Context: an optimization exercise on an open-source flow, tuned for small area. The choices shown serve that exercise and are no tape-out recipe.
RTL that was checked went through simulation tests only; none was proved equivalent to the original.
The RTL of run 7 was laid out without a check of its function.
The clock port is modelled as an ideal driver; clocking choices that lean on that would not hold on a real chip.
Power is estimated from default activity; no workload was simulated.

==> design/flow/flow/run.sh <==
#!/bin/bash
# Standard ORFS layout (the standard.sh, unchanged synthesis) with
# single-drive port buffers and a clock tree of fewer, larger clusters.
# Each tool's log is under orfs/logs; the make output is in standard.log.
export BUFFER_PORTS_ARGS="-buffer_cell sky130_fd_sc_hd__buf_1"
export CTS_ARGS="-sink_clustering_enable -repair_clock_nets -dont_use_dummy_load -buf_list sky130_fd_sc_hd__clkbuf_8 -sink_clustering_size 30 -sink_clustering_max_diameter 100"
bash standard.sh > standard.log 2>&1
==> design/flow/standard.sh <==
#!/bin/bash
# synth_recipe.tcl (not shown) runs the flow's synth.tcl, then flattens the netlist and writes it again
# the make line also repeats each setting of config.mk as NAME=value (left out here)
make -C /OpenROAD-flow-scripts/flow DESIGN_CONFIG=/design/flow/config.mk WORK_HOME=/design/flow/orfs CLKGATE_MAP_FILE= SYNTH_SCRIPT=/design/flow/synth_recipe.tcl "${@:-finish}"
==> design/flow/config.mk <==
export PLATFORM = sky130hd
export DESIGN_NAME = pe_array_drain
export DESIGN_NICKNAME = pe_array_drain
export VERILOG_FILES = /design/flow/design.v
export SDC_FILE = /design/flow/constraint.sdc
export NUM_CORES = 4
export LEC_CHECK = 0
export CAP_MARGIN = 20
export CORE_MARGIN = 2
export CORE_UTILIZATION = 70
export PLACE_DENSITY = 0.85
export SLEW_MARGIN = 20
export SYNTH_HIERARCHICAL = 1
export SYNTH_MINIMUM_KEEP_SIZE = 0
==> design/flow/constraint.sdc <==
create_clock -name core_clock -period 10.0 [get_ports {clk}]
set_input_delay 2.0000 -clock core_clock [delete_from_list [all_inputs] [get_ports {clk}]]
set_output_delay 2.0000 -clock core_clock [all_outputs]
set_load 0.01 [all_outputs]
==> design/flow/design.v <==
package pe_array_pkg;
  localparam int DEF_ACTIVATION_WIDTH  = 16;
  localparam int DEF_ACCUMULATOR_WIDTH = 40;
  localparam int DEF_ARRAY_X           = 4;
  localparam int DEF_ARRAY_Y           = 4;
  localparam int DEF_ADDR_WIDTH        = 16;
  typedef enum logic [1:0] {
    IDLE  = 2'd0,
    DRAIN = 2'd1,
    DONE  = 2'd2
  } drain_state_t;
  localparam int ACT_MAX = (2 ** (DEF_ACTIVATION_WIDTH - 1)) - 1;
  localparam int ACT_MIN = -(2 ** (DEF_ACTIVATION_WIDTH - 1));
endpackage
module pe_aoi222 (
  input  logic a0, b0, a1, b1, a2, b2,
  output logic y
);
  assign y = ~((a0 & b0) | (a1 & b1) | (a2 & b2));
endmodule
module pe_nand2 (
  input  logic a, b,
  output logic y
);
  assign y = ~(a & b);
endmodule
module pe_nor2 (
  input  logic a, b,
  output logic y
);
  assign y = ~(a | b);
endmodule
module pe_nandn #(parameter int N = 2) (
  input  logic [N-1:0] a,
  output logic         y
);
  assign y = ~&a;
endmodule
module pe_sel #(parameter int N = 3) (
  input  logic [N-1:0] s,
  input  logic [N-1:0] d,
  output logic         y
);
  localparam int G3 = N / 3;
  localparam int R  = N % 3;
  localparam int NG = G3 + R;
  logic [NG-1:0] g;
  for (genvar i = 0; i < G3; i++) begin : g_aoi
    pe_aoi222 u (.a0(s[3*i]), .b0(d[3*i]), .a1(s[3*i+1]), .b1(d[3*i+1]),
                 .a2(s[3*i+2]), .b2(d[3*i+2]), .y(g[i]));
  end
  for (genvar i = 0; i < R; i++) begin : g_nand
    pe_nand2 u (.a(s[3*G3+i]), .b(d[3*G3+i]), .y(g[G3+i]));
  end
  if (NG == 1) begin : g_one
    assign y = ~g[0];
  end else begin : g_many
    pe_nandn #(.N(NG)) u_or (.a(g), .y(y));
  end
endmodule
module pe_rd16 (
  input  logic [15:0] s,
  input  logic [15:0] d,
  output logic        y
);
  pe_sel #(.N(16)) u (.s(s), .d(d), .y(y));
endmodule
module pe_dec24n (
  input  logic [1:0] a,
  output logic [3:0] yn
);
  always_comb for (int i = 0; i < 4; i++) yn[i] = ~(a == 2'(i));
endmodule
module pe_idxdec (
  input  logic [3:0]  idx,
  output logic [15:0] sel
);
  logic [3:0] lo_n, hi_n;
  pe_dec24n u_lo (.a(idx[1:0]), .yn(lo_n));
  pe_dec24n u_hi (.a(idx[3:2]), .yn(hi_n));
  for (genvar e = 0; e < 16; e++) begin : g_sel
    pe_nor2 u (.a(lo_n[e % 4]), .b(hi_n[e / 4]), .y(sel[e]));
  end
endmodule
module pe_cdec (
  input  logic [2:0] s,
  output logic [3:0] c,
  output logic       c4,
  output logic       c5p,
  output logic       c4p,
  output logic       c3p
);
  always_comb begin
    for (int i = 0; i < 4; i++) c[i] = (s == 3'(i));
    c4  = (s == 3'd4);
    c5p = (s >= 3'd5);
    c4p = (s >= 3'd4);
    c3p = (s >= 3'd3);
  end
endmodule
module pe_ovflo (
  input  logic [7:0] x,
  input  logic [2:0] f,
  input  logic       sgn,
  output logic       y
);
  always_comb begin
    y = 1'b0;
    for (int i = 0; i < 8; i++) y = y | ((3'(i) >= f) & (x[i] ^ sgn));
  end
endmodule
module pe_ovfhi (
  input  logic [15:0] r,      
  input  logic        sgn,
  input  logic        c0,
  input  logic        c1,
  output logic        y
);
  logic a_hi, o_hi, a_lo, o_lo, d31, d23;
  assign a_hi = &r[15:8];
  assign o_hi = |r[15:8];
  assign a_lo = &r[7:0];
  assign o_lo = |r[7:0];
  assign d31  = sgn ? ~a_hi : o_hi;
  assign d23  = sgn ? ~(a_hi & a_lo) : (o_hi | o_lo);
  assign y    = (c0 & d23) | (c1 & d31);
endmodule
module pe_satctl (
  input  logic       ovf_lo,
  input  logic       ovf_hi,
  input  logic       sgn,
  input  logic [2:0] f,
  output logic [7:0] fg,
  output logic       sat_hi,   
  output logic       sat_lo    
);
  logic ovf;
  assign ovf    = ovf_lo | ovf_hi;
  always_comb for (int i = 0; i < 8; i++) fg[i] = (f == 3'(i)) & ~ovf;
  assign sat_hi = ovf & ~sgn;
  assign sat_lo = ovf & sgn;
endmodule
module pe_fine (
  input  logic [7:0] fg,
  input  logic [7:0] x,
  input  logic       sat,
  output logic       y
);
  logic [2:0] g;
  pe_aoi222 u0 (.a0(fg[0]), .b0(x[0]), .a1(fg[1]), .b1(x[1]), .a2(fg[2]), .b2(x[2]), .y(g[0]));
  pe_aoi222 u1 (.a0(fg[3]), .b0(x[3]), .a1(fg[4]), .b1(x[4]), .a2(fg[5]), .b2(x[5]), .y(g[1]));
  pe_aoi222 u2 (.a0(fg[6]), .b0(x[6]), .a1(fg[7]), .b1(x[7]), .a2(sat), .b2(sat), .y(g[2]));
  pe_nandn #(.N(3)) u_or (.a(g), .y(y));
endmodule
module pe_requant_sat
#(
  parameter int activation_width  = pe_array_pkg::DEF_ACTIVATION_WIDTH,
  parameter int accumulator_width = pe_array_pkg::DEF_ACCUMULATOR_WIDTH
) (
  input  logic signed [accumulator_width-1:0]       acc,
  input  logic        [$clog2(accumulator_width)-1:0] shift,
  output logic signed [activation_width-1:0]        q
);
  logic        sgn;
  logic [7:0]  fg;
  logic [3:0]  c;
  logic        c4, c5p, c4p, c3p;
  logic [22:0] x1;
  logic        ovf_lo, ovf_hi, sat_hi, sat_lo;
  logic [15:0] satv;
  assign sgn = acc[39];
  pe_cdec u_cdec (.s(shift[5:3]), .c(c), .c4(c4), .c5p(c5p), .c4p(c4p), .c3p(c3p));
  for (genvar k = 0; k < 23; k++) begin : g_coarse
    if (k < 7) begin : g6
      pe_sel #(.N(6)) u (.s({c5p, c4, c[3], c[2], c[1], c[0]}),
                         .d({sgn, acc[k+32], acc[k+24], acc[k+16], acc[k+8], acc[k]}),
                         .y(x1[k]));
    end else if (k < 15) begin : g5
      pe_sel #(.N(5)) u (.s({c4p, c[3], c[2], c[1], c[0]}),
                         .d({sgn, acc[k+24], acc[k+16], acc[k+8], acc[k]}),
                         .y(x1[k]));
    end else begin : g4
      pe_sel #(.N(4)) u (.s({c3p, c[2], c[1], c[0]}),
                         .d({sgn, acc[k+16], acc[k+8], acc[k]}),
                         .y(x1[k]));
    end
  end
  pe_ovflo u_ovflo (.x(x1[22:15]), .f(shift[2:0]), .sgn(sgn), .y(ovf_lo));
  pe_ovfhi u_ovfhi (.r(acc[38:23]), .sgn(sgn), .c0(c[0]), .c1(c[1]), .y(ovf_hi));
  pe_satctl u_sat (.ovf_lo(ovf_lo), .ovf_hi(ovf_hi), .sgn(sgn), .f(shift[2:0]),
                   .fg(fg), .sat_hi(sat_hi), .sat_lo(sat_lo));
  assign satv = {sat_lo, {15{sat_hi}}};
  for (genvar gj = 0; gj < 16; gj++) begin : g_fine
    pe_fine u (.fg(fg), .x(x1[gj+7:gj]), .sat(satv[gj]), .y(q[gj]));
  end
endmodule
module pe_array_drain
#(
  parameter int activation_width  = pe_array_pkg::DEF_ACTIVATION_WIDTH,
  parameter int accumulator_width = pe_array_pkg::DEF_ACCUMULATOR_WIDTH,
  parameter int array_x           = pe_array_pkg::DEF_ARRAY_X,
  parameter int array_y           = pe_array_pkg::DEF_ARRAY_Y,
  parameter int addr_width        = pe_array_pkg::DEF_ADDR_WIDTH
) (
  input  logic                                   clk,
  input  logic                                   rstn,
  input  logic                                   start,
  input  logic        [addr_width-1:0]           base_addr,
  input  logic        [$clog2(accumulator_width)-1:0] shift,
  input  logic        [array_x*array_y*accumulator_width-1:0] acc_in,
  output logic                                   pe_clear,
  output logic                                   wr_valid,
  input  logic                                   wr_ready,
  output logic        [addr_width-1:0]           wr_addr,
  output logic signed [activation_width-1:0]     wr_data,
  output logic                                   busy,
  output logic                                   done
);
  localparam int N     = array_x * array_y;
  localparam int IDX_W = $clog2(N);
  localparam int SH_W  = $clog2(accumulator_width);
  localparam logic [IDX_W-1:0] LAST = IDX_W'(N - 1);
  logic                                drain_q;
  logic [IDX_W-1:0]                    idx;
  logic [addr_width-1:0]               base_q;
  logic [SH_W-1:0]                     shift_q;
  logic signed [accumulator_width-1:0] snap [N];
  logic signed [activation_width-1:0]  q_w;
  logic                                hs;
  assign hs = drain_q & wr_ready;
  for (genvar gi = 0; gi < N; gi++) begin : g_snap
    always_ff @(posedge clk) begin
      if (!drain_q) snap[gi] <= acc_in[gi*accumulator_width +: accumulator_width];
    end
  end
  always_ff @(posedge clk) begin
    if (!drain_q) begin
      base_q  <= base_addr;
      shift_q <= shift;
    end
  end
  always_ff @(posedge clk or negedge rstn) begin
    if (!rstn)   idx <= '0;
    else if (hs) idx <= idx + IDX_W'(1);
  end
  always_ff @(posedge clk or negedge rstn) begin
    if (!rstn) begin
      drain_q  <= 1'b0;
      pe_clear <= 1'b0;
      done     <= 1'b0;
    end else begin
      pe_clear <= start & ~drain_q & ~done;
      done     <= hs & (idx == LAST);
      drain_q  <= drain_q ? ~(wr_ready & (idx == LAST)) : (start & ~done);
    end
  end
  assign wr_valid = drain_q;
  assign busy     = drain_q;
  logic [N-1:0]                 sel;
  logic [accumulator_width-1:0] rd;
  pe_idxdec u_idxdec (.idx(idx), .sel(sel));
  for (genvar b = 0; b < accumulator_width; b++) begin : g_rd
    logic [N-1:0] col;
    for (genvar e = 0; e < N; e++) begin : g_col
      assign col[e] = snap[e][b];
    end
    pe_rd16 u_rd (.s(sel), .d(col), .y(rd[b]));
  end
  pe_requant_sat #(
    .activation_width (activation_width),
    .accumulator_width(accumulator_width)
  ) u_requant (
    .acc  (rd),
    .shift(shift_q),
    .q    (q_w)
  );
  assign wr_data = q_w;
  assign wr_addr = base_q + {{(addr_width-IDX_W){1'b0}}, idx};
endmodule
==> run_results.csv, run 1 <==
group,metric,value,unit
synthesis,synth_edf_count,662,
synthesis,synth_cell_types,47,
synthesis,synth_top_area_share,80.2,%
synthesis,async_reset_ff_share,1.05,%
floorplanning,start_util,71.4,%
outcome,lastStage,"3_2_place_iop",
outcome,toolErrorMsg,"[ERROR PPL-0024] Number of IO pins (702) exceeds maximum number of available positions (688). Increase the die perimeter from 768.54um to 954.72um.",
synthesis,yosys_warnings,12,
synthesis,yosysTopAreaCell,"edfxtp_1",
floorplanning,die_height,192,µm
synthesis,synth.top_cells.by_area,"edfxtp_1, a222oi_1, and4_1, nand3_1, nand2_1",
synthesis,postSynthAreaPerCell,19.4,µm²
synthesis,syn_nets,1949,
floorplanning,fp-row-count,68,
synthesis,synth-seq-cells,669,
outcome,status,"did not finish",
synthesis,yosysSeqAreaShare,80.9,%
floorplanning,die_w,192,µm
synthesis,synthCells,1277,
synthesis,ys.flop_type,"edfxtp_1",
synthesis,syn_area,24800,µm²
## cell families after synthesis
family                     synth area share [%]
and+or+nand+nor                            6.02
buffers and inverters                    0.0808
AOI/OAI and AO/OA                          11.9
adders and majority gates                 0.333
DFF                                        80.9
muxes                                    0.0454
xor gates and xnor gates                  0.707
## synth_stat cells, types with 2 or more instances
cell type	count
edfxtp_1	662
a222oi_1	278
nand2_1	90
nand3_1	69
and4_1	40
nor2_1	31
xor2_1	13
a21oi_1	7
dfrtp_1	7
nand2b_1	7
nand4_1	7
nor3_1	7
xnor2_1	7
ha_1	5
nor3b_1	5
nor3_2	3
nor4_1	3
a211oi_1	2
and2_1	2
o21a_1	2
o21ai_0	2
or2_1	2
or3_4	2
## Yosys stat by module, one instance, submodules excluded, a selection
module	flip-flops and latches	cell area, µm²
pe_aoi222	0	10.0
pe_array_drain	669	20500
pe_cdec	0	57.6
pe_dec24n	0	22.5
pe_nand2	0	3.75
pe_nor2	0	3.75
pe_ovfhi	0	100
pe_ovflo	0	144
pe_satctl	0	95.1
==> run 2, diff against run 1 <==
==> design/flow/flow/run.sh (replaced) <==
#!/bin/bash
# Standard ORFS layout (the standard.sh, unchanged synthesis) with
# single-drive port buffers and a clock tree of fewer, larger clusters.
# Each tool's log is under orfs/logs; the make output is in standard.log.
export BUFFER_PORTS_ARGS="-buffer_cell sky130_fd_sc_hd__buf_1"
export CTS_ARGS="-sink_clustering_enable -repair_clock_nets -dont_use_dummy_load -buf_list sky130_fd_sc_hd__clkbuf_8 -sink_clustering_size 20 -sink_clustering_max_diameter 60"
bash standard.sh > standard.log 2>&1
--- a/design/flow/config.mk
+++ b/design/flow/config.mk
@@ -7,8 +7,8 @@
 export LEC_CHECK = 0
 export CAP_MARGIN = 20
 export CORE_MARGIN = 2
-export CORE_UTILIZATION = 70
-export PLACE_DENSITY = 0.85
+export CORE_UTILIZATION = 60
+export PLACE_DENSITY = 0.75
 export SLEW_MARGIN = 20
 export SYNTH_HIERARCHICAL = 1
 export SYNTH_MINIMUM_KEEP_SIZE = 0
==> run_results.csv, run 2 <==
group,metric,value,unit
outcome,status,"finished clean",
synthesis,synth.top_cells.by_area,"edfxtp_1, a222oi_1, and4_1, nand3_1, nand2_1",
worst_setup_path,r2r_setup_slack,6760,ps
final_layout,fin_util,71.3,%
global_routing,grt_max_degree,204,
final_layout,stdcell_area,29100,µm²
synthesis,synthTopCellsByCount,"edfxtp_1, a222oi_1, nand2_1",
worst_setup_path,cp.required,8000,ps
synthesis,syn_area,24800,µm²
synthesis,synth-seq-cells,669,
timing,relSlewSlack,22.4,%
worst_setup_path,cp_max_fo,25,
timing,setup_viol,0,
global_routing,grt_pass1_vias,17200,
place,dpl.hpwl,58400,µm
route,via_count,17800,
final_layout,regMostFlops,"snap",
floorplanning,start_util,60.7,%
clocking,clk_latency,670,ps
final_layout,drive_gt1_share,5.28,%
timing,skew,55.1,ps
timing,fin_crit,8750,ps
worst_setup_path,timing.rr.end,"snap[12][36]",
synthesis,ys.flop_type,"edfxtp_1",
clocking,postCtsHoldBufs,0,
worst_setup_path,r2r-start,"drain_q",
synthesis,synthCells,1277,
worst_setup_path,arrival,6750,ps
worst_setup_path,cp-end-kind,"output port",
clocking,clock_path_buffers,3,
final_layout,ff_latch_area,20100,µm²
global_routing,grt_usage,37.1,%
timing,period_share,87.5,%
hold_path,holdPathStages,1,
floorplanning,pin_count,702,
clocking,ctsResizeCount,0,
place,numPortBuffers,701,
route,via_per_inst,6.81,
synthesis,postSynthAreaPerCell,19.4,µm²
route,route.detailed.drc,0,
floorplanning,core,40800,µm²
synthesis,synth_cell_types,47,
route,drt_pass1_iterations,13,
synthesis,yosys_warnings,12,
final_layout,final_cell_mix,"buf_1, edfxtp_1, a222oi_1",
hold_path,min-delay-start,"drain_q",
floorplanning,die_height,207,µm
final_layout,layout_commonest_cell,"buf_1",
route,wl,81900,µm
pwr,cellLeakagePower,8.60,nW
synthesis,yosysSeqAreaShare,80.9,%
pwr,totalPowerFinal,7.97,mW
pwr,max-vdd-ir-drop,0.000157,V
job,drv_cap,0,
clocking,cts_tree,"built",
hold_path,hold_path_end,"pe_clear",
final_layout,top_regs,"snap x640, base_q x16, shift_q x6",
floorplanning,fp-row-count,74,
route,wl_per_cell,31.3,µm
route,drtAntennaViolNets,0,
timing,timing.hold.ws,544,ps
place,placedCellCount,2532,
timing,fmax,114,MHz
timing,rsz0062_at_grt,"no",
hold_path,hold_class,"register to register",
global_routing,grt_first_pass_wirelength,115000,µm
timing,finalMaxSlewViolations,0,
final_layout,syn_to_final_growth,17.6,%
synthesis,synth_top_area_share,80.2,%
clocking,cts_root_buf,"clkbuf_8",
final_layout,multiInputGateArea,4850,µm²
clocking,cts_buffers,43,
timing,hold_violations,0,
synthesis,synth_edf_count,662,
pwr,power_density,273,nW/µm²
global_routing,overflow,0,
floorplanning,die_w,207,µm
synthesis,syn_nets,1949,
route,first_iter_violations,4211,
final_layout,fillers,2651,
clocking,cts_setup_buffers,0,
clocking,cts.sink_count,669,
worst_setup_path,critPathKind,"register to output port",
final_layout,final_cells,2615,
clocking,cts_max_level,2,
floorplanning,die_area,42900,µm²
clocking,path_clk_slew,110,ps
timing,tightestPinTransition,1160,ps
worst_setup_path,critPathLaunchType,"register",
worst_setup_path,ff2ff_path_depth,3,
place,gp_routability_congestion,0.924,
synthesis,yosysTopAreaCell,"edfxtp_1",
global_routing,antenna_found_initial,38,
synthesis,synth_most_common_cell,"edfxtp_1",
final_layout,final_nets,2718,
synthesis,async_reset_ff_share,1.05,%
final_layout,largest_register_ffs,640,
place,place_area,28400,µm²
-- run 2: cell counts after synthesis --
Identical to the previous run, type by type.
-- run 2: per-module statistics from Yosys (local to each module, per instance), a selection --
module	times used	flip-flops and latches
pe_array_drain	1	669
pe_cdec	1	0
pe_nand2	64	0
pe_ovfhi	1	0
pe_aoi222	278	0
pe_ovflo	1	0
pe_satctl	1	0
pe_dec24n	2	0
pe_nor2	16	0
-- run 2: through the flow --
stage / setup WS, ps / setup TNS (ps)
6_report: 1250 / 0
5_1_grt: 825 / 0
4_1_cts: 1240 / 0
3_5_place_dp: 1930 / 0
3_3_place_gp: 2000 / 0
2_1_floorplan: -761 / -504060
-- run 2: final cells by class --
cell class,count,area share [%]
inverter,1,0.0258
tap,532,2.29
timing repair buffer,727,9.83
antenna,39,0.335
multi-input combinational,604,16.6
clock buffer,43,2.03
sequential,669,68.9
-- run 2: how the worst max path moves through the flow --
stage | start | end | slack [ps] | cells past startpoint
3_5_place_dp | idx[1] | wr_data[5] | 1930 | 17
6_report | idx[1] | wr_data[0] | 1250 | 17
4_1_cts | idx[1] | wr_data[5] | 1240 | 17
5_1_grt | idx[2] | wr_data[0] | 830 | 17
3_3_place_gp | idx[1] | wr_data[0] | 2000 | 17
2_1_floorplan | drain_q | base_q[0] | -760 | 1
-- run 2: worst max-delay path, cell delays in order, from the launching register on --
cell	delay, ps
dfrtp_1	500
or2_1	420
nor2_4	530
buf_4	510
a222oi_1	170
and4_1	250
nand3_1	620
buf_4	340
nand2_1	70
nand2_1	220
xor2_1	100
o211ai_1	210
nand4_1	170
or3b_4	440
nor2_1	890
a222oi_1	180
nand3_1	150
buf_1	340
-- run 2: power breakdown --
part	internal (mW)	total, mW	switching [mW]
clock	0.389	1.17	0.782
combinational	0.910	3.07	2.16
sequential	3.58	3.73	0.146
total	4.88	7.97	3.08
-- run 2: logic make-up (layout without fill, tap and decap cells) --
logic type | count (synthesis) | count (layout) | synth area share (%)
mux | 1 | 1 | 0.0454
compound gates | 300 | 300 | 11.9
fa+ha+maj | 6 | 6 | 0.333
other cells | 0 | 39 | 0
flops | 669 | 669 | 80.9
simple gates | 277 | 277 | 6.02
buf+inv | 4 | 771 | 0.0808
xor+xnor | 20 | 20 | 0.707
-- run 2: layer usage --
layer	GRT usage, %	routed length, µm	up-vias
met1	48.1	27100	8619
met5	0	41	-
met2	59.3	40000	1544
met3	8.70	10700	233
li1	-	-	7419
met4	19.6	4050	6
==> run 3, diff against run 2 <==
==> design/flow/run.sh (new file) <==
#!/bin/bash
# synth_recipe.tcl (not shown) runs the flow's synth.tcl, then flattens the netlist and writes it again
# the make line also repeats each setting of config.mk as NAME=value (left out here)
make -C /OpenROAD-flow-scripts/flow DESIGN_CONFIG=/design/flow/config.mk WORK_HOME=/design/flow/orfs CLKGATE_MAP_FILE= SYNTH_SCRIPT=/design/flow/synth_recipe.tcl finish
--- a/design/flow/config.mk
+++ b/design/flow/config.mk
@@ -7,8 +7,7 @@
 export LEC_CHECK = 0
 export CAP_MARGIN = 20
 export CORE_MARGIN = 2
-export CORE_UTILIZATION = 60
-export PLACE_DENSITY = 0.75
+export CORE_UTILIZATION = 40
 export SLEW_MARGIN = 20
 export SYNTH_HIERARCHICAL = 1
 export SYNTH_MINIMUM_KEEP_SIZE = 0
removed: design/flow/flow/run.sh
removed: design/flow/standard.sh
==> run_results.csv, run 3 <==
group,metric,value,unit
outcome,status,"finished clean",
pwr,sw_frac_of_total,35.9,%
timing,period_share,88.1,%
route,drt_pass1_iterations,10,
route,first_iter_violations,3069,
clocking,postCtsHoldBufs,0,
floorplanning,pin_count,702,
place,placedCellCount,2793,
clocking,cts_tree,"built",
worst_setup_path,critPathLaunchType,"register",
synthesis,ys.flop_type,"edfxtp_1",
synthesis,syn_area,24800,µm²
route,via_count,17600,
route,route.detailed.drc,0,
clocking,clock_path_buffers,3,
synthesis,synth_edf_count,662,
final_layout,fin_util,57.6,%
route,wl,92800,µm
place,numPortBuffers,701,
worst_setup_path,crit_cells,15,
pwr,power_frac_seq,38.0,%
synthesis,async_reset_ff_share,1.05,%
synthesis,postSynthAreaPerCell,19.4,µm²
final_layout,largest_register_ffs,640,
global_routing,antenna_found_initial,22,
place,dpl.hpwl,66000,µm
route,via_per_inst,6.01,
final_layout,final_cell_mix,"clkdlybuf4s50_1, edfxtp_1, a222oi_1",
worst_setup_path,cp-end-kind,"output port",
synthesis,synthTopCellsByCount,"edfxtp_1, a222oi_1, nand2_1",
global_routing,grt_usage,28.2,%
final_layout,final_cells,2930,
synthesis,synth.top_cells.by_area,"edfxtp_1, a222oi_1, and4_1, nand3_1, nand2_1",
synthesis,synth_most_common_cell,"edfxtp_1",
clocking,cts.sink_count,669,
floorplanning,die_height,253,µm
global_routing,grt_first_pass_wirelength,128000,µm
final_layout,syn_to_final_growth,42.9,%
global_routing,grt_pass1_vias,17800,
synthesis,yosysSeqAreaShare,80.9,%
final_layout,layout_commonest_cell,"clkdlybuf4s50_1",
worst_setup_path,setup.worst_path.start,"idx[1]",
global_routing,grt_max_degree,166,
worst_setup_path,timing.rr.end,"snap[7][26]",
worst_setup_path,r2r-start,"drain_q",
job,drv_cap,0,
pwr,cellLeakagePower,11.3,nW
synthesis,yosys_warnings,12,
pwr,power_density,278,nW/µm²
floorplanning,die_w,253,µm
clocking,ctsResizeCount,0,
place,gp_routability_congestion,0.886,
worst_setup_path,arrival,6810,ps
floorplanning,start_util,40.3,%
timing,fmax,114,MHz
worst_setup_path,path_cells,"nand2b_1, nor2_4, buf_4, a222oi_1, nand3_1, a222oi_1, nand2_1, o31a_1, o211ai_1, nand4_1, or3_4, nor3_2, a222oi_1, nand3_1, clkdlybuf4s50_1",
route,drtAntennaViolNets,0,
worst_setup_path,cp.required,8000,ps
timing,rsz0062_at_grt,"no",
floorplanning,core,61500,µm²
route,wl_per_cell,31.7,µm
worst_setup_path,crit_path_end,"wr_data[1]",
timing,fin_crit,8810,ps
final_layout,final_nets,2749,
worst_setup_path,ff2ff_path_depth,3,
clocking,cts_setup_buffers,0,
pwr,p_comb_share,36.4,%
pwr,clock_power_share,25.6,%
pwr,max-vdd-ir-drop,0.000193,V
hold_path,min-delay-start,"drain_q",
floorplanning,die_area,63900,µm²
timing,timing.hold.ws,511,ps
worst_setup_path,crit_family,"simple AND/OR/NAND/NOR gates",
synthesis,yosysTopAreaCell,"edfxtp_1",
worst_setup_path,cp_slowest_stage_delay,810,ps
timing,relSlewSlack,19.2,%
clocking,cts_buffers,72,
worst_setup_path,worst_path_most_repeated_cell,"a222oi_1",
synthesis,syn_nets,1949,
worst_setup_path,crit_slowest_cell,"nor3_2",
worst_setup_path,r2r_setup_slack,6750,ps
clocking,cts_max_level,3,
global_routing,overflow,0,
final_layout,drive_gt1_share,7.56,%
synthesis,synth-seq-cells,669,
timing,setup_viol,0,
hold_path,hold_class,"register to register",
final_layout,top_regs,"snap x640, base_q x16, shift_q x6",
timing,finalMaxSlewViolations,0,
clocking,cts_root_buf,"clkbuf_16",
worst_setup_path,cp_max_fo,34,
floorplanning,fp-row-count,91,
clocking,clk_latency,640,ps
timing,tightestPinTransition,1210,ps
worst_setup_path,critPathKind,"register to output port",
pwr,switchingPower,3.53,mW
pwr,totalPowerFinal,9.84,mW
worst_setup_path,worst-path-buf-inv,2,
clocking,path_clk_slew,60,ps
synthesis,synthCells,1277,
final_layout,regMostFlops,"snap",
pwr,p_int,6.31,mW
timing,hold_violations,0,
synthesis,synth_cell_types,47,
synthesis,synth_top_area_share,80.2,%
timing,skew,26.8,ps
## run 3: cell types whose count changed in the layout (fill, tap and decap cells not counted), sizes merged
cell / change
clkdlybuf4s50: +701
buf: -699
clkbuf: +50
clkinv: +28
diode: -28
bufinv: +3
inv: +2
## run 3: final cells by class
cell class | count | area, µm²
multi-input cells | 604 | 4860
clock inverters | 33 | 328
well taps | 790 | 988
inverters | 1 | 7.51
clock buffers | 93 | 1880
repair buffers | 729 | 7250
flip-flops and latches | 669 | 20100
diodes | 11 | 27.5
fillers | 4751 | 26100
## run 3: how the worst min path moves through the flow
stage	depth (start not counted)	to	slack [ps]
global route	1	pe_clear	540
finish	1	pe_clear	510
CTS	1	pe_clear	520
global placement	1	pe_clear	510
detailed placement	1	pe_clear	510
floorplan	1	pe_clear	510
## run 3: Yosys stat by module (local to each module, per instance), a selection
| module | flops+latches | cell area [µm²] |
|---|---|---|
| pe_ovfhi | 0 | 100 |
| pe_satctl | 0 | 95.1 |
| pe_nand2 | 0 | 3.75 |
| pe_nor2 | 0 | 3.75 |
| pe_array_drain | 669 | 20500 |
| pe_ovflo | 0 | 144 |
| pe_dec24n | 0 | 22.5 |
| pe_aoi222 | 0 | 10.0 |
| pe_cdec | 0 | 57.6 |
## run 3: logic make-up after synthesis
logic type | count (synthesis) | share of synthesized area [%]
xor gates and xnor gates | 20 | 0.707
muxes | 1 | 0.0454
and+or+nand+nor | 277 | 6.02
buffers and inverters | 4 | 0.0808
DFF | 669 | 80.9
adders and majority gates | 6 | 0.333
AOI/OAI and AO/OA | 300 | 11.9
## run 3: metal layers
| layer | share of wire [%] | global-route usage (%) | up-vias | routed length [µm] |
|---|---|---|---|---|
| li1 | - | - | 7537 | - |
| met1 | 38 | 36.0 | 8832 | 35100 |
| met2 | 50 | 48.1 | 1077 | 46200 |
| met3 | 10 | 7.39 | 127 | 9290 |
| met4 | 2.1 | 6.86 | 22 | 1970 |
| met5 | 0.16 | 0 | - | 148 |
## run 3: worst reg2reg max path: stages, from the launching register on
cell,delay (ps)
dfrtp_2,440
clkinvlp_4,550
buf_12,590
buf_4,1230
## run 3: per-stage QoR
step	cell area, µm²	worst slack, ps	setup TNS, ps
after floorplan	24800	-761	-504060
after global placement	33100	1560	0
after detailed placement	33100	1840	0
after CTS	35400	1140	0
after global routing	35400	788	0
final	35400	1190	0
## run 3: power groups by stage
stage	registers, mW	clock network, mW	logic, mW
2_1_floorplan	3.95	0	1.72
3_3_place_gp	3.78	0	3.54
3_5_place_dp	3.79	0	3.55
4_1_cts	3.74	2.56	3.57
5_1_grt	3.77	2.66	3.79
6_report	3.74	2.52	3.58
==> run 4, diff against run 3 <==
==> design/flow/flow/run.sh (new file) <==
#!/bin/bash
# Layout: the standard.sh (unchanged synthesis and flow scripts) with
#  - single-drive (buf_1) port buffers,
set -u
HERE=$(pwd)
export BUFFER_PORTS_ARGS="-buffer_cell sky130_fd_sc_hd__buf_1"
bash standard.sh place > standard_place.log 2>&1 || exit 1

RES=$HERE/orfs/results/sky130hd/pe_array_drain/base
export PLATFORM_LIB=$FLOW_HOME/platforms/sky130hd/lib/sky130_fd_sc_hd__tt_025C_1v80.lib
export PLACE_ODB=$RES/3_place.odb
export PLACE_SDC=$RES/3_place.sdc
export DONT_USE_LIST="sky130_fd_sc_hd__probe_p_8 sky130_fd_sc_hd__probec_p_8 sky130_fd_sc_hd__lpflow_*"
BASE="-sink_clustering_enable -repair_clock_nets -dont_use_dummy_load"
CFGS=(
  "-buf_list sky130_fd_sc_hd__clkbuf_8 -sink_clustering_size 30 -sink_clustering_max_diameter 100"
  "-buf_list sky130_fd_sc_hd__clkbuf_8 -sink_clustering_size 25 -sink_clustering_max_diameter 80"
  "-buf_list sky130_fd_sc_hd__clkbuf_8 -sink_clustering_size 20 -sink_clustering_max_diameter 60"
  "-buf_list sky130_fd_sc_hd__clkbuf_4 -sink_clustering_size 12 -sink_clustering_max_diameter 40"
  "-buf_list sky130_fd_sc_hd__clkbuf_8 -sink_clustering_size 15 -sink_clustering_max_diameter 50"
  "-buf_list sky130_fd_sc_hd__clkbuf_16 -sink_clustering_size 30 -sink_clustering_max_diameter 60"
)
for i in "${!CFGS[@]}"; do
  CTS_TRY_ARGS="$BASE ${CFGS[$i]}" openroad -no_init -no_splash -exit \
    $HERE/flow/cts_try.tcl > $HERE/cts_trial_$i.log 2>&1 &
  if (( (i + 1) % 4 == 0 )); then wait; fi
done
wait
best=""; best_area=1e9
for i in "${!CFGS[@]}"; do
  read -r _ area slew < <(grep '^CTS_TRIAL' $HERE/cts_trial_$i.log) || continue
  echo "trial $i: area $area slew $slew :: ${CFGS[$i]}" >> $HERE/cts_choice.log
  if awk -v s="$slew" -v a="$area" -v b="$best_area" 'BEGIN{exit !(s > 0 && s <= 0.105 && a < b)}'; then
    best=$i; best_area=$area
  fi
done
if [[ -n "$best" ]]; then
  export CTS_ARGS="$BASE ${CFGS[$best]}"
else
  export CTS_ARGS="$BASE -buf_list {sky130_fd_sc_hd__clkbuf_4 sky130_fd_sc_hd__clkbuf_8}"
fi
echo "chosen: $CTS_ARGS" >> $HERE/cts_choice.log
bash standard.sh > standard_finish.log 2>&1
==> design/flow/flow/cts_try.tcl (new file) <==
# Trial clock tree on the placed design: prints the clock-buffer area and the
# largest flip-flop clock-pin slew (placement parasitics) for CTS_TRY_ARGS.
read_liberty $::env(PLATFORM_LIB)
read_db $::env(PLACE_ODB)
read_sdc $::env(PLACE_SDC)
source $::env(FLOW_HOME)/platforms/sky130hd/setRC.tcl
set_dont_use $::env(DONT_USE_LIST)
clock_tree_synthesis {*}$::env(CTS_TRY_ARGS)
estimate_parasitics -placement
set area 0
foreach inst [[ord::get_db_block] getInsts] {
  set m [$inst getMaster]
  if {[string match "*clkbuf*" [$m getName]]} {
    set area [expr {$area + [$m getWidth] * [$m getHeight] / 1e6}]
  }
}
set mx 0
foreach pin [get_pins -hierarchical */CLK] {
  set s [get_property $pin slew_max]
  if {$s > $mx} { set mx $s }
}
puts "CTS_TRIAL $area $mx"
==> design/flow/standard.sh (new file) <==
#!/bin/bash
# synth_recipe.tcl (not shown) runs the flow's synth.tcl, then flattens the netlist and writes it again
# the make line also repeats each setting of config.mk as NAME=value (left out here)
make -C /OpenROAD-flow-scripts/flow DESIGN_CONFIG=/design/flow/config.mk WORK_HOME=/design/flow/orfs CLKGATE_MAP_FILE= SYNTH_SCRIPT=/design/flow/synth_recipe.tcl "${@:-finish}"
--- a/design/flow/config.mk
+++ b/design/flow/config.mk
@@ -7,7 +7,8 @@
 export LEC_CHECK = 0
 export CAP_MARGIN = 20
 export CORE_MARGIN = 2
-export CORE_UTILIZATION = 40
+export CORE_UTILIZATION = 55
+export PLACE_DENSITY = 0.7
 export SLEW_MARGIN = 20
 export SYNTH_HIERARCHICAL = 1
 export SYNTH_MINIMUM_KEEP_SIZE = 0
removed: design/flow/run.sh
==> run_results.csv, run 4 <==
group,metric,value,unit
pwr,totalPowerFinal,8.13,mW
final_layout,final_nets,2733,
route,drtAntennaViolNets,0,
place,numPortBuffers,701,
global_routing,grt_usage,35.2,%
worst_setup_path,cp_slowest_stage_delay,890,ps
synthesis,synth_edf_count,662,
global_routing,overflow,0,
floorplanning,pin_count,702,
worst_setup_path,cp-end-kind,"output port",
global_routing,antenna_found_initial,24,
final_layout,stdcell_area,29300,µm²
final_layout,final_cells,2676,
final_layout,final_cell_mix,"buf_1, edfxtp_1, a222oi_1",
timing,tightestPinTransition,1170,ps
synthesis,yosysTopAreaCell,"edfxtp_1",
global_routing,grt_max_degree,189,
place,place_area,28500,µm²
route,route.detailed.drc,0,
clocking,clk_latency,680,ps
timing,rsz0062_at_grt,"no",
synthesis,yosysSeqAreaShare,80.9,%
synthesis,synth_cell_types,47,
synthesis,syn_nets,1949,
floorplanning,die_w,216,µm
pwr,max-vdd-ir-drop,0.000155,V
final_layout,layout_commonest_cell,"buf_1",
hold_path,hold_class,"register to register",
route,wl_per_cell,31.6,µm
timing,relSlewSlack,21.7,%
worst_setup_path,critPathKind,"register to output port",
final_layout,top_regs,"snap x640, base_q x16, shift_q x6",
synthesis,synth.top_cells.by_area,"edfxtp_1, a222oi_1, and4_1, nand3_1, nand2_1",
synthesis,ys.flop_type,"edfxtp_1",
timing,setup_viol,0,
pwr,power_density,277,nW/µm²
route,first_iter_violations,3593,
worst_setup_path,cp_max_fo,36,
synthesis,async_reset_ff_share,1.05,%
timing,timing.hold.ws,530,ps
clocking,ctsResizeCount,0,
place,placedCellCount,2596,
timing,fmax,117,MHz
worst_setup_path,critPathLaunchType,"register",
clocking,cts.sink_count,669,
final_layout,fillers,3219,
final_layout,ff_latch_area,20100,µm²
route,wl,84600,µm
synthesis,syn_area,24800,µm²
final_layout,regMostFlops,"snap",
pwr,cellLeakagePower,8.70,nW
clocking,cts_setup_buffers,0,
final_layout,fin_util,66.2,%
floorplanning,die_height,216,µm
synthesis,synth-seq-cells,669,
floorplanning,start_util,55.9,%
clocking,cts_tree,"built",
place,gp_routability_congestion,0.991,
synthesis,postSynthAreaPerCell,19.4,µm²
route,via_count,17900,
floorplanning,fp-row-count,77,
timing,fin_crit,8580,ps
final_layout,syn_to_final_growth,18.4,%
outcome,status,"finished clean",
synthesis,synthTopCellsByCount,"edfxtp_1, a222oi_1, nand2_1",
floorplanning,die_area,46800,µm²
worst_setup_path,cp.required,8000,ps
global_routing,grt_pass1_vias,17400,
synthesis,synthCells,1277,
synthesis,synth_most_common_cell,"edfxtp_1",
place,dpl.hpwl,61900,µm
synthesis,yosys_warnings,12,
route,drt_pass1_iterations,14,
clocking,path_clk_slew,90,ps
final_layout,multiInputGateArea,4840,µm²
floorplanning,core,44300,µm²
worst_setup_path,path_cells,"or2_1, nor2_4, buf_4, a222oi_1, and4_1, nand3_1, buf_4, nand2_1, nand2_1, and3_1, nor2_1, o21ai_0, nand4_1, or3b_4, nor2_1, a222oi_1, nand3_1, buf_1",
worst_setup_path,worst-path-buf-inv,3,
synthesis,synth_top_area_share,80.2,%
worst_setup_path,crit_slowest_cell,"nor2_1",
job,drv_cap,0,
timing,skew,49.5,ps
final_layout,largest_register_ffs,640,
worst_setup_path,arrival,6580,ps
timing,hold_violations,0,
clocking,cts_buffers,55,
clocking,postCtsHoldBufs,0,
timing,finalMaxSlewViolations,0,
route,via_per_inst,6.69,
final_layout,drive_gt1_share,5.88,%
timing,period_share,85.8,%
global_routing,grt_first_pass_wirelength,117000,µm
worst_setup_path,crit_family,"simple AND/OR/NAND/NOR gates",
-- run 4: cell counts after synthesis --
No cell type changed its count.
-- run 4: layout make-up --
class | count | area share (%)
repair buffers | 730 | 9.77
clock buffers | 55 | 2.58
inverters | 1 | 0.0256
diodes | 25 | 0.213
well taps | 592 | 2.53
multi-input cells | 604 | 16.5
flip-flops and latches | 669 | 68.4
-- run 4: cell families (layout without fill, tap and decap cells) --
| group | Yosys count | after routing | synth area share, % |
|---|---|---|---|
| compound gates | 300 | 300 | 11.9 |
| mux | 1 | 1 | 0.0454 |
| other cells | 0 | 25 | 0 |
| simple gates | 277 | 277 | 6.02 |
| fa+ha+maj | 6 | 6 | 0.333 |
| buf+inv | 4 | 786 | 0.0808 |
| xor+xnor | 20 | 20 | 0.707 |
| flops | 669 | 669 | 80.9 |
-- run 4: routing by layer --
layer	share of wire [%]	track usage [%]	routed length, µm
met1	35	45.7	29300
met2	49	57.8	41300
met3	12	7.12	10200
met4	4.4	16.3	3750
met5	0.040	0	34
-- run 4: report_power, final --
group | internal (mW) | switching [mW] | leakage, nW
clock network | 0.490 | 0.824 | 0.396
registers | 3.59 | 0.165 | 6.08
logic | 0.907 | 2.16 | 2.22
-- run 4: worst paths after layout --
| check | from | slack (ps) | to | cells after the start |
|---|---|---|---|---|
| max | idx[1] | 1420 | wr_data[1] | 18 |
| min | drain_q | 530 | pe_clear | 1 |
| max reg2reg | drain_q | 6730 | snap[5][18] | 3 |
| min reg2reg | drain_q | 530 | pe_clear | 1 |
| max in group asynchronous | rstn | 8350 | idx[2] | 1 |
| min in group asynchronous | rstn | 1280 | done | 1 |
-- run 4: worst reg2reg max path: stages (launching register included) --
cell and delay (ps):
dfrtp_2 460, clkinvlp_4 540, buf_4 810, buf_4 1010
-- run 4: stage by stage --
step	worst slack [ps]	TNS, ps
6_report	1420	0
5_1_grt	1180	0
2_1_floorplan	-761	-504060
4_1_cts	1460	0
3_3_place_gp	2100	0
3_5_place_dp	2150	0
-- run 4: Yosys stat by module (local to each module, per instance), a selection --
module	flops+latches	cell area, µm²	cells inside	times used
pe_array_drain	669	20500	728	1
pe_ovflo	0	144	23	1
pe_ovfhi	0	100	17	1
pe_satctl	0	95.1	16	1
pe_cdec	0	57.6	8	1
pe_dec24n	0	22.5	4	2
pe_aoi222	0	10.0	1	278
pe_nand2	0	3.75	1	64
pe_nor2	0	3.75	1	16
==> run 5, diff against run 4 <==
--- a/design/flow/flow/run.sh
+++ b/design/flow/flow/run.sh
@@ -18,7 +18,9 @@
   "-buf_list sky130_fd_sc_hd__clkbuf_8 -sink_clustering_size 20 -sink_clustering_max_diameter 60"
   "-buf_list sky130_fd_sc_hd__clkbuf_4 -sink_clustering_size 12 -sink_clustering_max_diameter 40"
   "-buf_list sky130_fd_sc_hd__clkbuf_8 -sink_clustering_size 15 -sink_clustering_max_diameter 50"
+  "-buf_list sky130_fd_sc_hd__clkbuf_16 -sink_clustering_size 30 -sink_clustering_max_diameter 100"
   "-buf_list sky130_fd_sc_hd__clkbuf_16 -sink_clustering_size 30 -sink_clustering_max_diameter 60"
+  "-buf_list sky130_fd_sc_hd__clkbuf_16 -sink_clustering_size 25 -sink_clustering_max_diameter 80"
 )
 for i in "${!CFGS[@]}"; do
   CTS_TRY_ARGS="$BASE ${CFGS[$i]}" openroad -no_init -no_splash -exit \
@@ -30,7 +32,7 @@
 for i in "${!CFGS[@]}"; do
   read -r _ area slew < <(grep '^CTS_TRIAL' $HERE/cts_trial_$i.log) || continue
   echo "trial $i: area $area slew $slew :: ${CFGS[$i]}" >> $HERE/cts_choice.log
-  if awk -v s="$slew" -v a="$area" -v b="$best_area" 'BEGIN{exit !(s > 0 && s <= 0.105 && a < b)}'; then
+  if awk -v s="$slew" -v a="$area" -v b="$best_area" 'BEGIN{exit !(s > 0 && s <= 0.115 && a < b)}'; then
     best=$i; best_area=$area
   fi
 done
==> design/flow/config.mk (replaced) <==
export PLATFORM = sky130hd
export DESIGN_NAME = pe_array_drain
export DESIGN_NICKNAME = pe_array_drain
export VERILOG_FILES = /design/flow/design.v
export SDC_FILE = /design/flow/constraint.sdc
export NUM_CORES = 4
export LEC_CHECK = 0
export CAP_MARGIN = 5
export CORE_MARGIN = 2
export CORE_UTILIZATION = 45
export SLEW_MARGIN = 5
export SYNTH_HIERARCHICAL = 1
export SYNTH_MINIMUM_KEEP_SIZE = 0
==> run_results.csv, run 5 <==
group,metric,value,unit
floorplanning,start_util,45.2,%
floorplanning,core,54800,µm²
clocking,cts.sink_count,669,
floorplanning,die_area,57000,µm²
clocking,ctsResizeCount,0,
route,route.detailed.drc,0,
synthesis,synth_most_common_cell,"edfxtp_1",
final_layout,syn_to_final_growth,19.2,%
global_routing,grt_pass1_vias,17300,
final_layout,top_regs,"snap x640, base_q x16, shift_q x6",
timing,fin_crit,8760,ps
synthesis,async_reset_ff_share,1.05,%
floorplanning,fp-row-count,86,
synthesis,synth_xor_area_share,0.707,%
final_layout,layout_commonest_cell,"buf_1",
clocking,clk_latency,700,ps
job,drv_cap,0,
final_layout,drive_gt1_share,6.10,%
worst_setup_path,cp.required,8000,ps
clocking,path_clk_slew,100,ps
place,numPortBuffers,701,
worst_setup_path,arrival,6760,ps
route,drt_pass1_iterations,12,
route,first_iter_violations,3260,
floorplanning,pin_count,702,
floorplanning,die_height,239,µm
timing,tightestPinTransition,1210,ps
route,drtAntennaViolNets,0,
final_layout,fillers,4546,
synthesis,synth_cell_types,47,
synthesis,syn_nets,1949,
place,gp_routability_congestion,0.913,
final_layout,fin_util,53.9,%
synthesis,yosysTopAreaCell,"edfxtp_1",
timing,setup_viol,0,
synthesis,synth-seq-cells,669,
synthesis,ys.flop_type,"edfxtp_1",
global_routing,grt_usage,29.8,%
outcome,status,"finished clean",
route,wl_per_cell,31.5,µm
synthesis,synth_edf_count,662,
place,dpl.hpwl,63400,µm
synthesis,yosys.area_share.simple,6.02,%
synthesis,synth_fa_ha_area_share,0.333,%
final_layout,stdcell_area,29500,µm²
final_layout,largest_register_ffs,640,
pwr,power_density,279,nW/µm²
timing,finalSetupTns,0,ps
timing,finalMaxSlewViolations,0,
timing,relSlewSlack,18.8,%
global_routing,antenna_found_initial,21,
global_routing,grt_first_pass_wirelength,120000,µm
timing,period_share,87.6,%
worst_setup_path,cp-end-kind,"output port",
place,place_area,28700,µm²
timing,skew,59.0,ps
synthesis,yosysSeqAreaShare,80.9,%
route,wl,87500,µm
worst_setup_path,critPathKind,"register to output port",
worst_setup_path,cp_max_fo,24,
clocking,cts_buffers,60,
floorplanning,die_w,239,µm
hold_path,hold_class,"register to register",
global_routing,overflow,0,
synthesis,synth_top_family_by_area,"compound AO/OA/AOI/OAI gates",
synthesis,postSynthAreaPerCell,19.4,µm²
global_routing,grt_max_degree,205,
synthesis,synth.top_cells.by_area,"edfxtp_1, a222oi_1, and4_1, nand3_1, nand2_1",
route,via_per_inst,6.32,
clocking,cts_tree,"built",
timing,fmax,114,MHz
synthesis,syn_area,24800,µm²
clocking,postCtsHoldBufs,0,
synthesis,yosys_warnings,12,
synthesis,synthMuxAreaShare,0.0454,%
timing,rsz0062_at_grt,"no",
synthesis,synth_top_area_share,80.2,%
synthesis,synthCells,1277,
synthesis,synthTopCellsByCount,"edfxtp_1, a222oi_1, nand2_1",
synthesis,synth_compound_area_share,11.9,%
timing,hold_violations,0,
clocking,cts_setup_buffers,0,
pwr,max-vdd-ir-drop,0.000169,V
route,via_count,17600,
pwr,cellLeakagePower,8.75,nW
final_layout,final_nets,2740,
final_layout,final_cell_mix,"buf_1, edfxtp_1, a222oi_1",
final_layout,regMostFlops,"snap",
worst_setup_path,critPathLaunchType,"register",
-- run 5: cell families (layout without fill, tap and decap cells) --
kind of cell	count (synthesis)	count (layout)
AO/OA/AOI/OAI	300	300
XOR/XNOR	20	20
buffers and inverters	4	793
adder cells (fa/ha/maj)	6	6
multiplexers	1	1
AND/OR/NAND/NOR	277	277
other	0	11
flip-flops	669	669
-- run 5: worst paths after layout --
check	start	slack, ps	end	depth (start not counted)
min	drain_q	480	pe_clear	1
min reg2reg	drain_q	480	pe_clear	1
min in group asynchronous	rstn	1260	done	1
max in group asynchronous	rstn	8320	drain_q	1
max reg2reg	drain_q	6170	shift_q[5]	4
max	idx[1]	1240	wr_data[4]	16
-- run 5: report_power, final --
part	switching (mW)	internal (mW)	leakage, nW
clock network	0.847	0.531	0.431
logic	2.21	0.915	2.23
registers	0.155	3.59	6.08
total	3.22	5.03	8.75
-- run 5: modules after synthesis, one instance, submodules excluded, excerpt --
module          times used  cells inside  area [µm²]
pe_array_drain           1           728       20500
pe_satctl                1            16        95.1
pe_dec24n                2             4        22.5
pe_nand2                64             1        3.75
pe_aoi222              278             1        10.0
pe_nor2                 16             1        3.75
pe_ovflo                 1            23         144
pe_ovfhi                 1            17         100
pe_cdec                  1             8        57.6
-- run 5: critical path: stages, from the launching register on --
cell and delay, ps:
dfrtp_1 500, nand2b_1 390, nor2_4 840, buf_4 390, a222oi_1 120, nand3_1 680, buf_4 340, nand2_1 70
nand2_1 270, nand3_1 120, o211ai_1 110, nand4_1 170, or3b_4 430, nor2_1 880, a222oi_1 300, nand3_1 190
buf_1 250
-- run 5: per-stage QoR --
| stage | hold WS [ps] | total power, mW | setup slack (ps) | std cells |
|---|---|---|---|---|
| 2_1_floorplan | 511 | 5.67 | -761 | 1277 |
| 3_3_place_gp | 489 | 6.87 | 2200 | 2710 |
| 3_5_place_dp | 495 | 6.90 | 2080 | 2710 |
| 4_1_cts | 477 | 8.25 | 1330 | 2770 |
| 5_1_grt | 491 | 8.59 | 866 | 2779 |
| 6_report | 477 | 8.25 | 1240 | 2781 |
-- run 5: area by class of cell --
| type | count | area, µm² | area share [%] |
|---|---|---|---|
| Tap cell | 704 | 881 | 2.98 |
| Timing Repair Buffer | 732 | 2890 | 9.79 |
| Antenna cell | 11 | 27.5 | 0.0932 |
| Clock buffer | 60 | 826 | 2.80 |
| Inverter | 1 | 7.51 | 0.0254 |
| Multi-Input combinational cell | 604 | 4840 | 16.4 |
| Sequential cell | 669 | 20100 | 67.9 |
-- run 5: layer usage --
layer,vias up,GRT usage (%),part of all wire (%)
met5,-,0,0.17
li1,7440,-,-
met3,168,6.65,11
met2,1211,50.4,50
met4,22,9.85,2.9
met1,8743,38.1,36
==> run 6, diff against run 5 <==
--- a/design/flow/flow/run.sh
+++ b/design/flow/flow/run.sh
@@ -1,6 +1,9 @@
 #!/bin/bash
 # Layout: the standard.sh (unchanged synthesis and flow scripts) with
 #  - single-drive (buf_1) port buffers,
+#  - a power-recovery resize pass after CTS (flow/post_cts.tcl).
+# Each tool's log is under orfs/logs; make output in standard_*.log,
+# trial CTS runs in cts_trial_*.log.
 set -u
 HERE=$(pwd)
 export BUFFER_PORTS_ARGS="-buffer_cell sky130_fd_sc_hd__buf_1"
@@ -42,4 +45,5 @@
   export CTS_ARGS="$BASE -buf_list {sky130_fd_sc_hd__clkbuf_4 sky130_fd_sc_hd__clkbuf_8}"
 fi
 echo "chosen: $CTS_ARGS" >> $HERE/cts_choice.log
+export POST_CTS_TCL=$HERE/flow/post_cts.tcl
 bash standard.sh > standard_finish.log 2>&1
==> design/flow/flow/post_cts.tcl (new file) <==
# After clock tree synthesis and its timing repair: downsize cells on paths
# with positive slack (OpenROAD's power recovery), then re-legalize.
repair_timing -recover_power 100 -verbose
detailed_placement
check_placement -verbose
==> design/flow/config.mk (replaced) <==
export PLATFORM = sky130hd
export DESIGN_NAME = pe_array_drain
export DESIGN_NICKNAME = pe_array_drain
export VERILOG_FILES = /design/flow/design.v
export SDC_FILE = /design/flow/constraint.sdc
export NUM_CORES = 4
export LEC_CHECK = 0
export CAP_MARGIN = 20
export CORE_MARGIN = 2
export CORE_UTILIZATION = 60
export PLACE_DENSITY = 0.75
export SLEW_MARGIN = 20
export SYNTH_HIERARCHICAL = 1
export SYNTH_MINIMUM_KEEP_SIZE = 0
==> run_results.csv, run 6 <==
group,metric,value,unit
route,via_per_inst,6.83,
timing,setup_viol,0,
global_routing,grt_usage,36.9,%
pwr,clock_power_share,15.4,%
timing,hold_violations,0,
synthesis,synth.top_cells.by_area,"edfxtp_1, a222oi_1, and4_1, nand3_1, nand2_1",
route,route.detailed.drc,0,
timing,final.setup.worst_slack,721,ps
pwr,power_density,275,nW/µm²
clocking,cts.sink_count,669,
route,met3_length,10600,µm
job,drv_cap,0,
hold_path,hold_class,"register to register",
place,post-place-ws,1930,ps
worst_setup_path,cp-end-kind,"output port",
pwr,p_comb_share,38.4,%
synthesis,yosysSeqAreaShare,80.9,%
worst_setup_path,critPathLaunchType,"register",
pwr,totalPowerFinal,8.06,mW
pwr,max-vdd-ir-drop,0.000208,V
worst_setup_path,r2r_setup_slack,6670,ps
worst_setup_path,r2r-start,"drain_q",
global_routing,grt_first_pass_wirelength,115000,µm
route,via_count,17800,
timing,skew,38.9,ps
timing,timing.hold.ws,550,ps
timing,period_share,92.8,%
floorplanning,core,40800,µm²
synthesis,synth_edf_count,662,
final_layout,stdcell_area,29300,µm²
floorplanning,pin_count,702,
synthesis,synthTopCellsByCount,"edfxtp_1, a222oi_1, nand2_1",
worst_setup_path,setup.worst_path.start,"idx[1]",
pwr,p_int,4.97,mW
final_layout,final_cell_mix,"buf_1, edfxtp_1, a222oi_1",
worst_setup_path,cp.required,8000,ps
worst_setup_path,cp_max_fo,25,
hold_path,min-delay-start,"drain_q",
final_layout,layout_commonest_cell,"buf_1",
synthesis,async_reset_ff_share,1.05,%
synthesis,synth-seq-cells,669,
final_layout,syn_to_final_growth,18.3,%
pwr,cellLeakagePower,8.67,nW
worst_setup_path,timing.rr.end,"snap[9][15]",
synthesis,yosysTopAreaCell,"edfxtp_1",
global_routing,antenna_found_initial,38,
synthesis,synth_top_area_share,80.2,%
timing,rsz0062_at_grt,"no",
global_routing,overflow,0,
final_layout,top_regs,"snap x640, base_q x16, shift_q x6",
floorplanning,die_w,207,µm
timing,finalMaxSlewViolations,0,
hold_path,hold_path_end,"pe_clear",
route,drt-met1-wl,27300,µm
route,drt_pass1_iterations,11,
timing,relSlewSlack,20.5,%
synthesis,synthCells,1277,
global_routing,grt_max_degree,204,
route,wl,82100,µm
place,dpl.hpwl,58400,µm
worst_setup_path,critPathKind,"register to output port",
synthesis,syn_area,24800,µm²
timing,fin_crit,9280,ps
synthesis,synth_most_common_cell,"edfxtp_1",
floorplanning,start_util,60.7,%
route,first_iter_violations,4213,
pwr,power_frac_seq,46.2,%
floorplanning,die_area,42900,µm²
route,maxUsedRoutingLayer,"met5",
synthesis,synth_cell_types,47,
clocking,path_clk_slew,120,ps
final_layout,regMostFlops,"snap",
synthesis,syn_nets,1949,
synthesis,yosys_warnings,12,
floorplanning,fp-row-count,74,
synthesis,ys.flop_type,"edfxtp_1",
hold_path,holdPathStages,1,
place,gp_routability_congestion,0.924,
worst_setup_path,arrival,7280,ps
pwr,switchingPower,3.09,mW
floorplanning,die_height,207,µm
worst_setup_path,ff2ff_path_depth,5,
final_layout,fillers,2622,
timing,tightestPinTransition,1190,ps
final_layout,drive_gt1_share,4.52,%
global_routing,grt_pass1_vias,17200,
route,drtAntennaViolNets,0,
synthesis,postSynthAreaPerCell,19.4,µm²
clocking,cts_tree,"built",
outcome,status,"finished clean",
final_layout,largest_register_ffs,640,
route,wl_per_cell,31.5,µm
route,met2_length,40400,µm
clocking,clk_latency,620,ps
pwr,sw_frac_of_total,38.3,%
place,place_area,28400,µm²
place,numPortBuffers,701,
final_layout,final_nets,2708,
timing,fmax,108,MHz
-- run 6: cell counts after synthesis --
No cell type changed its count.
-- run 6: area by class of cell --
class / instances / area (µm²) / share of cell area [%]
Tap cell: 532 / 666 / 2.27
Clock buffer: 26 / 651 / 2.22
Antenna cell: 42 / 105 / 0.359
Timing Repair Buffer: 734 / 3000 / 10.2
Inverter: 1 / 7.51 / 0.0256
Multi-Input combinational cell: 604 / 4820 / 16.5
Sequential cell: 669 / 20100 / 68.4
-- run 6: how the worst max path moves through the flow --
stage,end,slack (ps),cells past startpoint
after floorplan,base_q[0],-760,1
after global placement,wr_data[0],2000,17
after detailed placement,wr_data[5],1930,17
after global routing,wr_data[0],440,17
final,wr_data[0],720,17
-- run 6: metrics by stage --
step / utilization, % / TNS (ps) / std cells
5_1_grt: 71.7 / 0 / 2600
6_report: 71.8 / 0 / 2608
3_5_place_dp: 69.6 / 0 / 2532
2_1_floorplan: - / -504060 / 1277
3_3_place_gp: 69.6 / 0 / 2532
-- run 6: power by group through the flow --
stage / logic, mW / clock network, mW / registers, mW
final: 3.09 / 1.24 / 3.72
after global placement: 2.96 / 0 / 3.77
after global routing: 3.25 / 1.32 / 3.75
after detailed placement: 3.00 / 0 / 3.79
after floorplan: 1.72 / 0 / 3.95
-- run 6: per-layer routing --
metal | up-vias | track usage (%)
li1 | 7420 | -
met1 | 8622 | 48.1
met2 | 1563 | 60.2
met3 | 207 | 7.94
met4 | 4 | 17.4
met5 | - | 0
-- run 6: cells by family after synthesis --
family	share of synthesized area, %
flip-flops	80.9
AO/OA/AOI/OAI	11.9
AND/OR/NAND/NOR	6.02
XOR/XNOR	0.707
adder cells (fa/ha/maj)	0.333
buffers and inverters	0.0808
multiplexers	0.0454
-- run 6: worst max-delay path, cell delays in order, from the launching register on --
cell and delay, ps:
dfrtp_1 510, or2_0 480, nor2_4 570, buf_4 490
a222oi_1 160, and4_1 250, nand3_1 630, clkbuf_1 560
nand2_1 100, nand2_1 260, xor2_1 100, o211ai_1 220
nand4_1 170, or3b_4 440, nor2_1 900, a222oi_1 310
nand3_1 150, clkbuf_1 350
-- run 6: Yosys stat by module, one instance, submodules excluded, excerpt --
module,cells inside,copies in the design,cell area [µm²]
pe_ovfhi,17,1,100
pe_nand2,1,64,3.75
pe_array_drain,728,1,20500
pe_dec24n,4,2,22.5
pe_aoi222,1,278,10.0
pe_ovflo,23,1,144
pe_nor2,1,16,3.75
pe_satctl,16,1,95.1
pe_cdec,8,1,57.6
==> run 7, diff against run 6 <==
--- a/design/flow/design.v
+++ b/design/flow/design.v
@@ -73,13 +73,15 @@
 endmodule
 module pe_idxdec (
   input  logic [3:0]  idx,
-  output logic [15:0] sel
+  output logic [15:0] sel_a,
+  output logic [15:0] sel_b
 );
   logic [3:0] lo_n, hi_n;
   pe_dec24n u_lo (.a(idx[1:0]), .yn(lo_n));
   pe_dec24n u_hi (.a(idx[3:2]), .yn(hi_n));
   for (genvar e = 0; e < 16; e++) begin : g_sel
-    pe_nor2 u (.a(lo_n[e % 4]), .b(hi_n[e / 4]), .y(sel[e]));
+    pe_nor2 ua (.a(lo_n[e % 4]), .b(hi_n[e / 4]), .y(sel_a[e]));
+    pe_nor2 ub (.a(lo_n[e % 4]), .b(hi_n[e / 4]), .y(sel_b[e]));
   end
 endmodule
 module pe_cdec (
@@ -256,15 +258,19 @@
   end
   assign wr_valid = drain_q;
   assign busy     = drain_q;
-  logic [N-1:0]                 sel;
+  logic [N-1:0]                 sel_a, sel_b;
   logic [accumulator_width-1:0] rd;
-  pe_idxdec u_idxdec (.idx(idx), .sel(sel));
+  pe_idxdec u_idxdec (.idx(idx), .sel_a(sel_a), .sel_b(sel_b));
   for (genvar b = 0; b < accumulator_width; b++) begin : g_rd
     logic [N-1:0] col;
     for (genvar e = 0; e < N; e++) begin : g_col
       assign col[e] = snap[e][b];
     end
-    pe_rd16 u_rd (.s(sel), .d(col), .y(rd[b]));
+    if (b < accumulator_width / 2) begin : g_a
+      pe_rd16 u_rd (.s(sel_a), .d(col), .y(rd[b]));
+    end else begin : g_b
+      pe_rd16 u_rd (.s(sel_b), .d(col), .y(rd[b]));
+    end
   end
   pe_requant_sat #(
     .activation_width (activation_width),
==> run_results.csv, run 7 <==
group,metric,value,unit
synthesis,synth-seq-cells,669,
floorplanning,die_height,207,µm
final_layout,drive_gt1_share,6.10,%
route,met2_length,40500,µm
synthesis,postSynthAreaPerCell,19.2,µm²
place,gp_routability_congestion,0.940,
synthesis,yosysSeqAreaShare,80.7,%
outcome,status,"finished clean",
final_layout,top_regs,"snap x640, base_q x16, shift_q x6",
synthesis,yosysTopAreaCell,"edfxtp_1",
floorplanning,fp-row-count,74,
final_layout,regMostFlops,"snap",
worst_setup_path,cp_max_fo,36,
route,wl_per_cell,32.6,µm
timing,tightestPinTransition,1180,ps
pwr,max-vdd-ir-drop,0.000208,V
worst_setup_path,cp-end-kind,"output port",
global_routing,antenna_found_initial,36,
timing,finalSetupTns,0,ps
synthesis,synth_cell_types,47,
global_routing,grt_max_degree,195,
synthesis,ys.flop_type,"edfxtp_1",
route,via_count,18200,
clocking,clk_latency,630,ps
timing,skew,80.3,ps
route,wl,85600,µm
floorplanning,die_area,43000,µm²
timing,fin_crit,8370,ps
clocking,cts.sink_count,669,
pwr,power_density,275,nW/µm²
place,numPortBuffers,701,
global_routing,grt_usage,38.5,%
place,placedCellCount,2561,
route,drt_pass1_iterations,13,
floorplanning,start_util,60.8,%
clocking,cts_tree,"built",
route,first_iter_violations,3901,
worst_setup_path,cp.required,8000,ps
route,route.detailed.drc,0,
timing,hold_violations,0,
route,maxUsedRoutingLayer,"met5",
synthesis,synthTopCellsByCount,"edfxtp_1, a222oi_1, nand2_1",
floorplanning,die_w,207,µm
job,drv_cap,0,
route,drtAntennaViolNets,0,
timing,relSlewSlack,21.4,%
global_routing,grt_first_pass_wirelength,119000,µm
worst_setup_path,critPathKind,"register to output port",
hold_path,hold_class,"register to register",
synthesis,synth_top_area_share,80.0,%
final_layout,fillers,2634,
timing,period_share,83.7,%
timing,timing.hold.ws,504,ps
synthesis,synthCells,1293,
worst_setup_path,critPathLaunchType,"register",
synthesis,syn_area,24800,µm²
final_layout,layout_commonest_cell,"buf_1",
final_layout,final_nets,2738,
route,drt-met1-wl,28600,µm
global_routing,grt_pass1_vias,17200,
clocking,path_clk_slew,110,ps
place,dpl.hpwl,63100,µm
route,met3_length,12400,µm
final_layout,largest_register_ffs,640,
floorplanning,pin_count,702,
final_layout,syn_to_final_growth,18.6,%
final_layout,final_cells,2629,
route,via_per_inst,6.91,
synthesis,syn_nets,1965,
final_layout,fin_util,72.2,%
timing,rsz0062_at_grt,"no",
pwr,totalPowerFinal,8.10,mW
floorplanning,core,40800,µm²
timing,fmax,119,MHz
worst_setup_path,arrival,6370,ps
synthesis,yosys_warnings,12,
synthesis,synth.top_cells.by_area,"edfxtp_1, a222oi_1, and4_1, nand3_1, nand2_1",
synthesis,async_reset_ff_share,1.05,%
final_layout,final_cell_mix,"buf_1, edfxtp_1, a222oi_1",
timing,setup_viol,0,
pwr,cellLeakagePower,8.77,nW
synthesis,synth_edf_count,662,
global_routing,overflow,0,
synthesis,synth_most_common_cell,"edfxtp_1",
timing,finalMaxSlewViolations,0,
-- run 7: area by class of cell --
class | count | area (µm²) | share of cell area (%)
Sequential cell | 669 | 20100 | 68.1
Multi-Input combinational cell | 620 | 4870 | 16.5
Timing Repair Buffer | 748 | 3140 | 10.6
Tap cell | 532 | 666 | 2.26
Clock buffer | 26 | 651 | 2.21
Antenna cell | 33 | 82.6 | 0.280
Inverter | 1 | 7.51 | 0.0255
-- run 7: metrics by stage --
step	area (µm²)	setup slack (ps)
final	29500	1630
after global routing	29400	1320
after detailed placement	28500	2300
after global placement	28500	2420
after floorplan	24800	-761
-- run 7: report_power, final --
group	internal [mW]	switching [mW]
Clock	0.469	0.774
Combinational	0.956	2.17
Sequential	3.57	0.153
Total	5.00	3.10
-- run 7: kinds of logic after synthesis --
group	share of synthesized area, %
fa+ha+maj	0.332
compound gates	11.8
buf+inv	0.0806
mux	0.0453
xor+xnor	0.705
simple gates	6.25
flops	80.7
-- run 7: path summary, 6_finish.rpt --
| kind | startpoint | slack (ps) | cells after the start | endpoint |
|---|---|---|---|---|
| worst max register to register | drain_q | 6910 | 7 | snap[11][27] |
| max in group asynchronous | rstn | 8160 | 1 | drain_q |
| worst min register to register | drain_q | 500 | 1 | pe_clear |
| worst min-delay path | drain_q | 500 | 1 | pe_clear |
| worst max-delay path | idx[0] | 1630 | 17 | wr_data[1] |
| min in group asynchronous | rstn | 1340 | 1 | idx[2] |
-- run 7: per-module statistics from Yosys, one instance, submodules excluded, excerpt --
module	times used	area, µm²	flops+latches	cells inside
pe_ovfhi	1	100	0	17
pe_nor2	32	3.75	0	1
pe_cdec	1	57.6	0	8
pe_dec24n	2	22.5	0	4
pe_array_drain	1	20500	669	728
pe_nand2	64	3.75	0	1
pe_satctl	1	95.1	0	16
pe_ovflo	1	144	0	23
pe_aoi222	278	10.0	0	1
-- run 7: worst max-delay path, stage by stage (launching register included) --
cell and delay [ps]:
dfrtp_1 480, nand2b_1 390, nor2_2 980, a222oi_1 290, and4_1 290, nand3_1 100, buf_4 350, nand2_1 90
nand2_1 280, and3_1 210, nor2_1 40, o21ai_0 80, nand4_1 160, or3_4 440, nor3_2 820, a222oi_1 330
nand3_1 200, buf_1 170
-- run 7: per-layer routing --
metal / vias to the layer above / GRT usage (%)
met5: - / 0
met4: 14 / 15.7
met3: 252 / 11.0
met2: 1663 / 60.9
met1: 8739 / 51.0
li1: 7495 / -

port drivers added, routing unchanged:
The results above use ideal ports. As a check the final layouts listed here were re-extracted and re-timed, cells and wires unchanged. Step 1: set_driving_cell puts a clkbuf_16 on clk and a buf_2 on each other input, an assumption about the parent block. Step 2 also shifts input and output timing later by t, the mid clock arrival at the registers, as if the neighbouring blocks saw the same clock. Slacks: ideal / step 1 / step 2; pairs: ideal / step 1.
run | shift t [ns] | slack for setup (ns) | worst slew at a driven data input, ns
run 2 | 0.688 | 1.246 / 1.192 / 1.880 | 0.14
run 3 | 0.683 | 1.193 / 1.128 / 1.812 | 0.13
run 4 | 0.705 | 1.418 / 1.362 / 2.067 | 0.12
run 5 | 0.725 | 1.240 / 1.180 / 1.905 | 0.13
run 6 | 0.648 | 0.721 / 0.661 / 1.309 | 0.14
run 7 | 0.648 | 1.631 / 1.572 / 2.220 | 0.14
After both steps setup and hold are still met in every run listed.
